From an optimization exercise on the open Yosys and OpenROAD flow, aimed at small area and a short achievable clock period; shortcuts taken in it are not production practice.
RTL that was checked went through simulation tests only; none was proved equivalent to the original.

Setup of pepper:
## mdu_ctrl
module mdu_ctrl #(
  parameter int unsigned MULT_CYCLES = mdu_pkg::MULT_CYCLES_DEF,
  parameter int unsigned DIV_CYCLES  = mdu_pkg::DIV_CYCLES_DEF
) (
  input  logic        clk,
  input  logic        reset,
  input  logic        start,
  input  logic [3:0]  op,
  input  logic [31:0] rs,
  input  logic [31:0] rt,
  input  logic        out_sel,
  input  logic        flush,
  output logic        busy,
  output logic [31:0] out
);
export LEC_CHECK = 0
export ABC_AREA = 1
export CAP_MARGIN = 20
export CORE_MARGIN = 2
export CORE_UTILIZATION = 40
export SLEW_MARGIN = 20
create_clock -name core_clock -period 150.0 [get_ports {clk}]
standard.sh (not shown) runs the stock make flow with config.mk's settings and CLKGATE_MAP_FILE= SYNTH_SCRIPT=/design/flow/synth_recipe.tcl, a recipe that flattens the netlist after the stock synthesis.
==> flow/flow/run.sh <==
#!/bin/bash
# Layout flow: the standard flow (standard.sh) with these changes:
#  - synthesis maps with flow/abc_area.script, an area-oriented ABC script,
#  - synthesis skips Yosys's early generic ABC pass (SYNTH_ARGS=-noabc), so
#    the full adders written in the RTL reach extract_fa as written,
#  - the port buffers are buf_1 cells,
#  - clock tree synthesis uses clkbuf_4/clkbuf_8, larger sink clusters and no
#    dummy loads.
# Every tool's output stays in the ORFS logs under orfs/logs; make's own output
# goes to flow_make.log.
set -euo pipefail
rm -rf scripts_local
cp -r "$FLOW_HOME/scripts" scripts_local
cp flow/abc_area.script scripts_local/abc_area.script
bash standard.sh SCRIPTS_DIR="$PWD/scripts_local" SYNTH_ARGS=-noabc \
  "BUFFER_PORTS_ARGS=-buffer_cell sky130_fd_sc_hd__buf_1" \
  "CTS_ARGS=-sink_clustering_enable -repair_clock_nets -dont_use_dummy_load -buf_list {sky130_fd_sc_hd__clkbuf_4 sky130_fd_sc_hd__clkbuf_8} -sink_clustering_size 30 -sink_clustering_max_diameter 100" \
  finish > flow_make.log 2>&1
==> flow/flow/abc_area.script <==
strash
&get -n
&st
&dch
&nf -R 1000
&put
strash
dch
amap
strash
dch
amap
Modified inputs, xenon compared to pepper
==> flow/flow/abc_area.script <==
strash
&get -n
&st
&dch
&nf -R 1000
&put
strash
&get -n
&st
&dch
&nf -R 1000
&put
==> results.txt <==
On routed length per placed instance, xenon and pepper are neck and neck. The flip-flop and latch share of the layout cell area of xenon falls short of that of pepper by 0.36 points. Lower layout overhead on the synthesized area goes to xenon over pepper. xenon against pepper; post-synthesis cell area is up by a few percent.


## exp/fjord
mdu_ctrl, a different RTL version from the one above (not shown whole).
Size: roughly 1,700 cells after synthesis, roughly 170 flip-flops, ~110 I/O pins.
==> flow/config.mk <==
export PLATFORM = sky130hd
export DESIGN_NAME = mdu_ctrl
export DESIGN_NICKNAME = mdu_ctrl
export VERILOG_FILES = /design/flow/design.v
export SDC_FILE = /design/flow/constraint.sdc
export NUM_CORES = 4
export LEC_CHECK = 0
export ABC_AREA = 1
export CAP_MARGIN = 20
export CORE_MARGIN = 2
export CORE_UTILIZATION = 40
export SLEW_MARGIN = 20
==> flow/constraint.sdc <==
create_clock -name core_clock -period 150.0 [get_ports {clk}]
set_input_delay 30.0000 -clock core_clock [delete_from_list [all_inputs] [get_ports {clk}]]
set_output_delay 30.0000 -clock core_clock [all_outputs]
set_load 0.01 [all_outputs]
==> flow/flow/run.sh <==
#!/bin/bash
# Layout flow: the standard flow (standard.sh) with these changes:
#  - synthesis maps with flow/abc_area.script, an area-oriented ABC script,
#  - synthesis skips Yosys's early generic ABC pass (SYNTH_ARGS=-noabc), so
#    the full adders written in the RTL reach extract_fa as written,
#  - the port buffers are buf_1 cells,
#  - clock tree synthesis uses clkbuf_4/clkbuf_8, larger sink clusters and no
#    dummy loads.
# Every tool's output stays in the ORFS logs under orfs/logs; make's own output
# goes to flow_make.log.
set -euo pipefail
rm -rf scripts_local
cp -r "$FLOW_HOME/scripts" scripts_local
cp flow/abc_area.script scripts_local/abc_area.script
bash standard.sh SCRIPTS_DIR="$PWD/scripts_local" SYNTH_ARGS=-noabc \
  "BUFFER_PORTS_ARGS=-buffer_cell sky130_fd_sc_hd__buf_1" SETUP_SLACK_MARGIN=89.3 \
  "CTS_ARGS=-sink_clustering_enable -repair_clock_nets -dont_use_dummy_load -buf_list {sky130_fd_sc_hd__clkbuf_4 sky130_fd_sc_hd__clkbuf_8} -sink_clustering_size 30 -sink_clustering_max_diameter 100" \
  finish > flow_make.log 2>&1
==> flow/flow/abc_area.script <==
strash
&get -n
&st
&dch
&nf -R 1000
&put
strash
dch
amap
strash
dch
amap
Input changes introduced in exp/amber (baseline for comparison: exp/fjord):
--- a/flow/flow/run.sh
+++ b/flow/flow/run.sh
@@ -15,3 +15,3 @@
 bash standard.sh SCRIPTS_DIR="$PWD/scripts_local" SYNTH_ARGS=-noabc \
-  "BUFFER_PORTS_ARGS=-buffer_cell sky130_fd_sc_hd__buf_1" SETUP_SLACK_MARGIN=89.3 \
+  "BUFFER_PORTS_ARGS=-buffer_cell sky130_fd_sc_hd__buf_1" SETUP_SLACK_MARGIN=88.6 \
   "CTS_ARGS=-sink_clustering_enable -repair_clock_nets -dont_use_dummy_load -buf_list {sky130_fd_sc_hd__clkbuf_4 sky130_fd_sc_hd__clkbuf_8} -sink_clustering_size 30 -sink_clustering_max_diameter 100" \
Findings:
- All of exp/amber and exp/fjord finish clean.
- The capture point of the worst path comes out out[11] in one run and out[30] in the other, namely in exp/fjord and exp/amber respectively.
- In the metrics for exp/amber and exp/fjord, the one carrying the higher post-layout instance area is exp/fjord.
- Core utilization was lower in exp/amber than in exp/fjord.
Setup changes, exp/amber to exp/raven
--- a/flow/flow/run.sh
+++ b/flow/flow/run.sh
@@ -15,3 +15,3 @@
 bash standard.sh SCRIPTS_DIR="$PWD/scripts_local" SYNTH_ARGS=-noabc \
-  "BUFFER_PORTS_ARGS=-buffer_cell sky130_fd_sc_hd__buf_1" SETUP_SLACK_MARGIN=88.6 \
+  "BUFFER_PORTS_ARGS=-buffer_cell sky130_fd_sc_hd__buf_1" \
   "CTS_ARGS=-sink_clustering_enable -repair_clock_nets -dont_use_dummy_load -buf_list {sky130_fd_sc_hd__clkbuf_4 sky130_fd_sc_hd__clkbuf_8} -sink_clustering_size 30 -sink_clustering_max_diameter 100" \
### Flow results
When exp/raven is measured against exp/amber, its worst hold slack turns out 0.013 ns lower. From exp/amber to exp/raven, number of standard-cell rows in the floorplan did not move at all.


Another version of the RTL of mdu_ctrl (not shown whole).
Size: roughly 110 I/O pins, ~16000 µm² of cells after synthesis.
export LEC_CHECK = 0
export ABC_AREA = 1
export CAP_MARGIN = 20
export CORE_MARGIN = 2
export CORE_UTILIZATION = 40
export SLEW_MARGIN = 20
create_clock -name core_clock -period 150.0 [get_ports {clk}]
==> flow/flow/run.sh <==
#!/bin/bash
# Layout flow: the standard flow (standard.sh) with three changes:
#  - synthesis maps with flow/abc_area.script, an area-oriented ABC script,
#  - synthesis skips Yosys's early generic ABC pass (SYNTH_ARGS=-noabc), so
#    the full adders written in the RTL reach extract_fa as written,
#  - the port buffers are buf_1 cells,
#  - clock tree synthesis uses clkbuf_4/clkbuf_8, larger sink clusters and no
#    dummy loads.
# Every tool's output stays in the ORFS logs under orfs/logs; make's own output
# goes to flow_make.log.
set -euo pipefail
rm -rf scripts_local
cp -r "$FLOW_HOME/scripts" scripts_local
cp flow/abc_area.script scripts_local/abc_area.script
bash standard.sh SCRIPTS_DIR="$PWD/scripts_local" SYNTH_ARGS=-noabc \
  "BUFFER_PORTS_ARGS=-buffer_cell sky130_fd_sc_hd__buf_1" \
  "CTS_ARGS=-sink_clustering_enable -repair_clock_nets -dont_use_dummy_load -buf_list {sky130_fd_sc_hd__clkbuf_4 sky130_fd_sc_hd__clkbuf_8} -sink_clustering_size 30 -sink_clustering_max_diameter 100" \
  finish > flow_make.log 2>&1
==> flow/flow/abc_area.script <==
strash
&get -n
&st
&dch
&nf -R 1000
&put
strash
&get -n
&st
&dch
&nf -R 1000
&put
The baseline completed with no timing, DRC or antenna violations.
Next try:
--- a/flow/flow/run.sh
+++ b/flow/flow/run.sh
@@ -6,3 +6 @@
-#  - the port buffers are buf_1 cells,
-#  - clock tree synthesis uses clkbuf_4/clkbuf_8, larger sink clusters and no
-#    dummy loads.
+#  - the port buffers are buf_1 cells.
@@ -16,3 +14 @@
-  "BUFFER_PORTS_ARGS=-buffer_cell sky130_fd_sc_hd__buf_1" \
-  "CTS_ARGS=-sink_clustering_enable -repair_clock_nets -dont_use_dummy_load -buf_list {sky130_fd_sc_hd__clkbuf_4 sky130_fd_sc_hd__clkbuf_8} -sink_clustering_size 30 -sink_clustering_max_diameter 100" \
-  finish > flow_make.log 2>&1
+  "BUFFER_PORTS_ARGS=-buffer_cell sky130_fd_sc_hd__buf_1" finish > flow_make.log 2>&1
- CTS_BUF_LIST: unset -> sky130_fd_sc_hd__clkbuf_4 sky130_fd_sc_hd__clkbuf_8
- CTS_CLUSTER_DIAMETER: unset -> 100
- CTS_CLUSTER_SIZE: unset -> 20
- GPL_TIMING_DRIVEN: unset -> 0
Synthesized area is unchanged.
Worst setup slack gets worse by 0.83 ns.
Final area came out higher by 4.1%.
Next try:
- CTS_CLUSTER_SIZE: 20 -> 30
- GPL_TIMING_DRIVEN: 0 -> unset
The changed run passed the timing, DRC and antenna checks.
Area after synthesis is unchanged.
Hold slack stays flat.
Worst setup slack gains 0.83 ns.
Wire length grows slightly.
Core utilization shrinks by 1.3 points.
Final cell count stays flat.
Via count shrinks slightly.
No run of this note included a check of the RTL's function; only the layout flow was run.


Setup of rev 12:
The RTL this note starts from:
==> flow/design.v <==
package mdu_pkg;
  typedef enum logic [3:0] {
    MDU_MULT  = 4'd1,
    MDU_MULTU = 4'd2,
    MDU_DIV   = 4'd3,
    MDU_DIVU  = 4'd4,
    MDU_MTHI  = 4'd5,
    MDU_MTLO  = 4'd6
  } mdu_op_e;
  typedef enum logic {
    S_IDLE = 1'b0,
    S_RUN  = 1'b1
  } mdu_state_e;
  localparam int unsigned MULT_CYCLES_DEF = 5;
  localparam int unsigned DIV_CYCLES_DEF  = 10;
endpackage
module mdu_booth_row (
  input  logic        ext_i,     
  input  logic        cin_i,     
  input  logic [32:0] acc_i,
  input  logic [32:0] m_i,
  input  logic [2:0]  y_i,
  output logic [32:0] acc_o,
  output logic [1:0]  p_o
);
  logic        neg, one, two;
  logic [34:0] a, mx, mx2, b, s;
  assign neg = y_i[2];
  assign one = y_i[1] ^ y_i[0];
  assign two = (y_i[2] & ~y_i[1] & ~y_i[0]) | (~y_i[2] & y_i[1] & y_i[0]);
  assign a   = {ext_i, ext_i, acc_i};
  assign mx  = {m_i[32], m_i[32], m_i};
  assign mx2 = {m_i[32], m_i, 1'b0};
  assign b   = (({35{one}} & mx) | ({35{two}} & mx2)) ^ {35{neg}};
  genvar k;
  generate
    for (k = 0; k < 35; k++) begin : g_fa
      logic ci, co;
      if (k == 0) begin : g_first
        assign ci = neg | cin_i;
      end else begin : g_next
        assign ci = g_fa[k-1].co;
      end
      assign s[k] = a[k] ^ b[k] ^ ci;
      assign co   = (a[k] & b[k]) | (a[k] & ci) | (b[k] & ci);
    end
  endgenerate
  assign acc_o = s[34:2];
  assign p_o   = s[1:0];
endmodule
module mdu_booth_step (
  input  logic [32:0] acc_i,
  input  logic [32:0] m_i,
  input  logic [6:0]  y_i,
  input  logic        sel_i,
  input  logic [32:0] acc2_i,
  input  logic        cin2_i,
  output logic [34:0] s2_o,
  output logic [32:0] acc_o,
  output logic [5:0]  p_o
);
  logic [32:0] a1, a2, b2;
  assign b2 = ({33{sel_i}} & acc2_i) | ({33{~sel_i}} & a2);
  mdu_booth_row u_r0 (.ext_i(acc_i[32]), .cin_i(1'b0), .acc_i(acc_i), .m_i(m_i), .y_i(y_i[2:0]), .acc_o(a1), .p_o(p_o[1:0]));
  mdu_booth_row u_r1 (.ext_i(a1[32]), .cin_i(1'b0), .acc_i(a1), .m_i(m_i), .y_i(y_i[4:2]), .acc_o(a2), .p_o(p_o[3:2]));
  mdu_booth_row u_r2 (.ext_i(a2[32] & ~sel_i), .cin_i(cin2_i), .acc_i(b2), .m_i(m_i), .y_i(y_i[6:4]), .acc_o(acc_o), .p_o(p_o[5:4]));
  assign s2_o = {acc_o, p_o[5:4]};
endmodule
module mdu_div_row (
  input  logic [31:0] r_i,
  input  logic        d_i,
  input  logic [31:0] x_i,
  input  logic        cin_i,
  output logic [31:0] r_o,
  output logic        q_o
);
  logic [32:0] p, t;
  assign p = {r_i, d_i};
  genvar k;
  generate
    for (k = 0; k < 32; k++) begin : g_fa
      logic ci, co;
      if (k == 0) begin : g_first
        assign ci = cin_i;
      end else begin : g_next
        assign ci = g_fa[k-1].co;
      end
      assign t[k] = p[k] ^ x_i[k] ^ ci;
      assign co   = (p[k] & x_i[k]) | (p[k] & ci) | (x_i[k] & ci);
    end
  endgenerate
  assign t[32] = ~(p[32] ^ g_fa[31].co);
  assign q_o = p[32] | g_fa[31].co;
  assign r_o = ({32{q_o}} & t[31:0]) | ({32{~q_o}} & p[31:0]);
endmodule
module mdu_div_step (
  input  logic [31:0] r_i,
  input  logic [2:0]  d_i,
  input  logic [31:0] x_i,
  input  logic        cin_i,
  output logic [31:0] r_o,
  output logic [2:0]  q_o
);
  logic [31:0] r1, r2;
  mdu_div_row u_r0 (.r_i(r_i), .d_i(d_i[2]), .x_i(x_i), .cin_i(cin_i), .r_o(r1),  .q_o(q_o[2]));
  mdu_div_row u_r1 (.r_i(r1),  .d_i(d_i[1]), .x_i(x_i), .cin_i(cin_i), .r_o(r2),  .q_o(q_o[1]));
  mdu_div_row u_r2 (.r_i(r2),  .d_i(d_i[0]), .x_i(x_i), .cin_i(cin_i), .r_o(r_o), .q_o(q_o[0]));
endmodule
module mdu_cneg (
  input  logic        en_i,
  input  logic [31:0] x_i,
  output logic [31:0] y_o
);
  genvar k;
  generate
    for (k = 0; k < 32; k++) begin : g_bit
      logic any_o;
      if (k == 0) begin : g_first
        assign y_o[k] = x_i[k];
        assign any_o  = x_i[k];
      end else begin : g_next
        assign y_o[k] = x_i[k] ^ (en_i & g_bit[k-1].any_o);
        assign any_o  = g_bit[k-1].any_o | x_i[k];
      end
    end
  endgenerate
endmodule
module mdu_ctrl #(
  parameter int unsigned MULT_CYCLES = mdu_pkg::MULT_CYCLES_DEF,
  parameter int unsigned DIV_CYCLES  = mdu_pkg::DIV_CYCLES_DEF
) (
  input  logic        clk,
  input  logic        reset,
  input  logic        start,
  input  logic [3:0]  op,
  input  logic [31:0] rs,
  input  logic [31:0] rt,
  input  logic        out_sel,
  input  logic        flush,
  output logic        busy,
  output logic [31:0] out
);
  logic        busy_q;
  logic [3:0]  cnt_q;
  logic        div_q;      
  logic        smul_q;     
  logic        aneg_q;     
  logic        cin_q;      
  logic        yprev_q;    
  logic [32:0] x_q;        
  logic [32:0] a_q;        
  logic [31:0] q_q;        
  logic [31:0] hi_q, lo_q;
  logic        op_mul, op_div, op_smul, op_sdiv, accept;
  logic        qneg, wr;
  logic        aneg, bneg;
  logic        last, fin, hold, mmode;
  logic [32:0] x_d, acc_in, acc_o;
  logic [34:0] s2;
  logic        dsel;
  logic [6:0]  y_in;
  logic [5:0]  p_o;
  logic        dq3;
  logic [31:0] r3, r4;
  logic [2:0]  dq_o;
  logic        neg_en;
  logic [31:0] neg_in, neg_out;
  assign op_mul  = (op == mdu_pkg::MDU_MULT) || (op == mdu_pkg::MDU_MULTU);
  assign op_div  = (op == mdu_pkg::MDU_DIV)  || (op == mdu_pkg::MDU_DIVU);
  assign op_smul = (op == mdu_pkg::MDU_MULT);
  assign op_sdiv = (op == mdu_pkg::MDU_DIV);
  assign accept  = start & ~flush & ~busy_q;
  assign aneg    = op_sdiv & rs[31];
  assign bneg    = op_sdiv & rt[31];
  assign last  = (cnt_q == 4'(MULT_CYCLES - 1));
  assign fin   = busy_q & (div_q ? (cnt_q == 4'(DIV_CYCLES - 1)) : last);
  assign hold  = cnt_q[3];
  assign mmode = busy_q ? ~div_q : ~op_div;
  assign x_d = busy_q ? x_q
             : {op_div | (op_smul & rt[31]), rt ^ {32{op_div & ~bneg}}};
  assign qneg = aneg_q ^ ~cin_q;
  assign wr   = ~(cin_q & (&x_q[31:0]));
  mdu_div_step u_div (
    .r_i   (a_q[31:0]),
    .d_i   (q_q[31:29]),
    .x_i   (x_q[31:0]),
    .cin_i (cin_q),
    .r_o   (r3),
    .q_o   (dq_o)
  );
  assign dsel   = busy_q & div_q;
  assign acc_in = busy_q ? a_q : 33'd0;
  assign y_in   = ~busy_q ? {rs[5:0] & {6{~op_div}}, 1'b0}
                : div_q ? 7'b0010000
                : last ? {{4{smul_q & q_q[1]}}, q_q[1:0], yprev_q}
                : {q_q[5:0], yprev_q};
  mdu_booth_step u_mul (
    .acc_i (acc_in),
    .m_i   (x_d),
    .y_i   (y_in),
    .sel_i (dsel),
    .acc2_i({r3, q_q[28]}),
    .cin2_i(dsel & cin_q),
    .s2_o  (s2),
    .acc_o (acc_o),
    .p_o   (p_o)
  );
  assign dq3 = ~s2[33];
  assign r4  = ({32{dq3}} & s2[31:0]) | ({32{~dq3}} & {r3[30:0], q_q[28]});
  assign neg_in = ~busy_q ? rs : ((div_q & cnt_q[0]) ? a_q[31:0] : q_q);
  assign neg_en = ~busy_q ? aneg : (cnt_q[0] ? aneg_q : qneg);
  mdu_cneg u_neg (.en_i(neg_en), .x_i(neg_in), .y_o(neg_out));
  always_ff @(posedge clk) begin
    x_q <= x_d;
    if (!busy_q) begin
      cnt_q   <= 4'd0;
      div_q   <= op_div;
      smul_q  <= op_smul;
      aneg_q  <= aneg;
      cin_q   <= ~bneg;
    end else begin
      cnt_q   <= cnt_q + 4'd1;
    end
    yprev_q <= busy_q ? q_q[5] : rs[5];
    if (!busy_q || !div_q) begin
      a_q <= acc_o;
    end else if (!hold) begin
      a_q <= {acc_o[32], r4};    
    end
    if (mmode) begin
      q_q <= {p_o, neg_out[31:6]};
    end else if (busy_q && !hold) begin
      q_q <= {q_q[27:0], dq_o, dq3};
    end else begin
      q_q <= neg_out;
    end
  end
  always_ff @(posedge clk) begin
    if (reset) begin
      busy_q <= 1'b0;
      hi_q   <= 32'd0;
      lo_q   <= 32'd0;
    end else if (!busy_q) begin
      busy_q <= accept & (op_mul | op_div);
      if (accept && op == mdu_pkg::MDU_MTHI) hi_q <= neg_out;
      if (accept && op == mdu_pkg::MDU_MTLO) lo_q <= neg_out;
    end else if (fin) begin
      busy_q <= 1'b0;
      if (!div_q) begin
        hi_q <= {acc_o[27:0], p_o[5:2]};
        lo_q <= {p_o[1:0], q_q[31:2]};
      end else if (wr) begin
        hi_q <= neg_out;
        lo_q <= q_q;
      end
    end
  end
  assign out  = out_sel ? lo_q : hi_q;
  assign busy = busy_q;
endmodule
==> flow/config.mk <==
export PLATFORM = sky130hd
export DESIGN_NAME = mdu_ctrl
export DESIGN_NICKNAME = mdu_ctrl
export VERILOG_FILES = /design/flow/design.v
export SDC_FILE = /design/flow/constraint.sdc
export NUM_CORES = 4
export LEC_CHECK = 0
export ABC_AREA = 1
export CAP_MARGIN = 0
export CORE_MARGIN = 2
export CORE_UTILIZATION = 40
export SLEW_MARGIN = 0
==> flow/constraint.sdc <==
create_clock -name core_clock -period 150.0 [get_ports {clk}]
set_input_delay 30.0000 -clock core_clock [delete_from_list [all_inputs] [get_ports {clk}]]
set_output_delay 30.0000 -clock core_clock [all_outputs]
set_load 0.01 [all_outputs]
==> flow/flow/run.sh <==
#!/bin/bash
# Layout flow: the standard flow (standard.sh) with three changes:
#  - synthesis maps with flow/abc_area.script, an area-oriented ABC script,
#  - synthesis skips Yosys's early generic ABC pass (SYNTH_ARGS=-noabc), so
#    the full adders written in the RTL reach extract_fa as written,
#  - the port buffers are buf_1 cells.
# Every tool's output stays in the ORFS logs under orfs/logs; make's own output
# goes to flow_make.log.
set -euo pipefail
rm -rf scripts_local
cp -r "$FLOW_HOME/scripts" scripts_local
cp flow/abc_area.script scripts_local/abc_area.script
bash standard.sh SCRIPTS_DIR="$PWD/scripts_local" SYNTH_ARGS=-noabc \
  "BUFFER_PORTS_ARGS=-buffer_cell sky130_fd_sc_hd__buf_1" finish > flow_make.log 2>&1
Scripts as last shown in full above: flow/flow/abc_area.script
#### Input delta (rev 13 over rev 12)
# rev 12
export LEC_CHECK = 0
export ABC_AREA = 1
export CAP_MARGIN = 0
export CORE_MARGIN = 2
export CORE_UTILIZATION = 40
export SLEW_MARGIN = 0
create_clock -name core_clock -period 150.0 [get_ports {clk}]
# rev 13
export LEC_CHECK = 0
export ABC_AREA = 1
export CAP_MARGIN = 20
export CORE_MARGIN = 2
export CORE_UTILIZATION = 40
export SLEW_MARGIN = 20
create_clock -name core_clock -period 150.0 [get_ports {clk}]
==> comparison <==
- Clock tree cell share of total cell area: rev 12 vs rev 13 — no meaningful difference
- The wire length of rev 12 and that of rev 13 are within noise of each other.
Function was not checked in any run of this note: the RTL went through the layout flow alone.

separate check: timing with driven ports:
In the flow no input, the clock included, has a driving cell. The finished layouts below were timed again as built, in two steps. Step 1: set_driving_cell puts a clkbuf_16 on clk and a buf_2 on each other input, an assumption about the parent block. Step 2 times the ports against the registers' clock, not the clock port: input delays grow and output delays shrink by t, the midpoint of the rising clock arrivals with the driver on. a / b / c = ideal / step 1 / step 2; a / b = the first two.
| run | shift t [ns] | setup WS [ns] | hold slack, ns | worst setup path after step 2 | latest minus earliest clock arrival (ns) |
|---|---|---|---|---|---|
| pepper | 0.542 | 88.473 / 88.449 / 88.449 | 0.451 / 0.451 / 0.451 | input to output | 0.026 / 0.026 |
| xenon | 0.544 | 88.819 / 88.797 / 88.797 | 0.489 / 0.489 / 0.489 | input to output | 0.030 / 0.030 |
| exp/fjord | 0.534 | 89.240 / 89.191 / 89.191 | 0.512 / 0.512 / 0.512 | input to output | 0.025 / 0.025 |
| exp/amber | 0.516 | 88.991 / 88.969 / 88.969 | 0.525 / 0.525 / 0.525 | input to output | 0.035 / 0.036 |
| exp/raven | 0.545 | 88.209 / 88.179 / 88.179 | 0.513 / 0.513 / 0.513 | input to output | 0.028 / 0.028 |
| the first run of note 3 | 0.554 | 88.806 / 88.783 / 88.783 | 0.488 / 0.488 / 0.488 | input to output | 0.032 / 0.032 |
| the second run of note 3 | 0.564 | 87.977 / 87.977 / 87.977 | 0.491 / 0.491 / 0.491 | register to register | 0.021 / 0.022 |
| the third run of note 3 | 0.572 | 88.809 / 88.786 / 88.786 | 0.493 / 0.493 / 0.493 | input to output | 0.023 / 0.023 |
| rev 12 | 0.520 | 88.815 / 88.792 / 88.792 | 0.484 / 0.484 / 0.484 | input to output | 0.024 / 0.023 |
| rev 13 | 0.520 | 88.815 / 88.792 / 88.792 | 0.484 / 0.484 / 0.484 | input to output | 0.023 / 0.023 |
After both steps every run listed still meets setup and hold. For exp/fjord, which loses most, drivers alone change the setup slack by -0.049 ns; drivers and shift together by -0.049 ns.
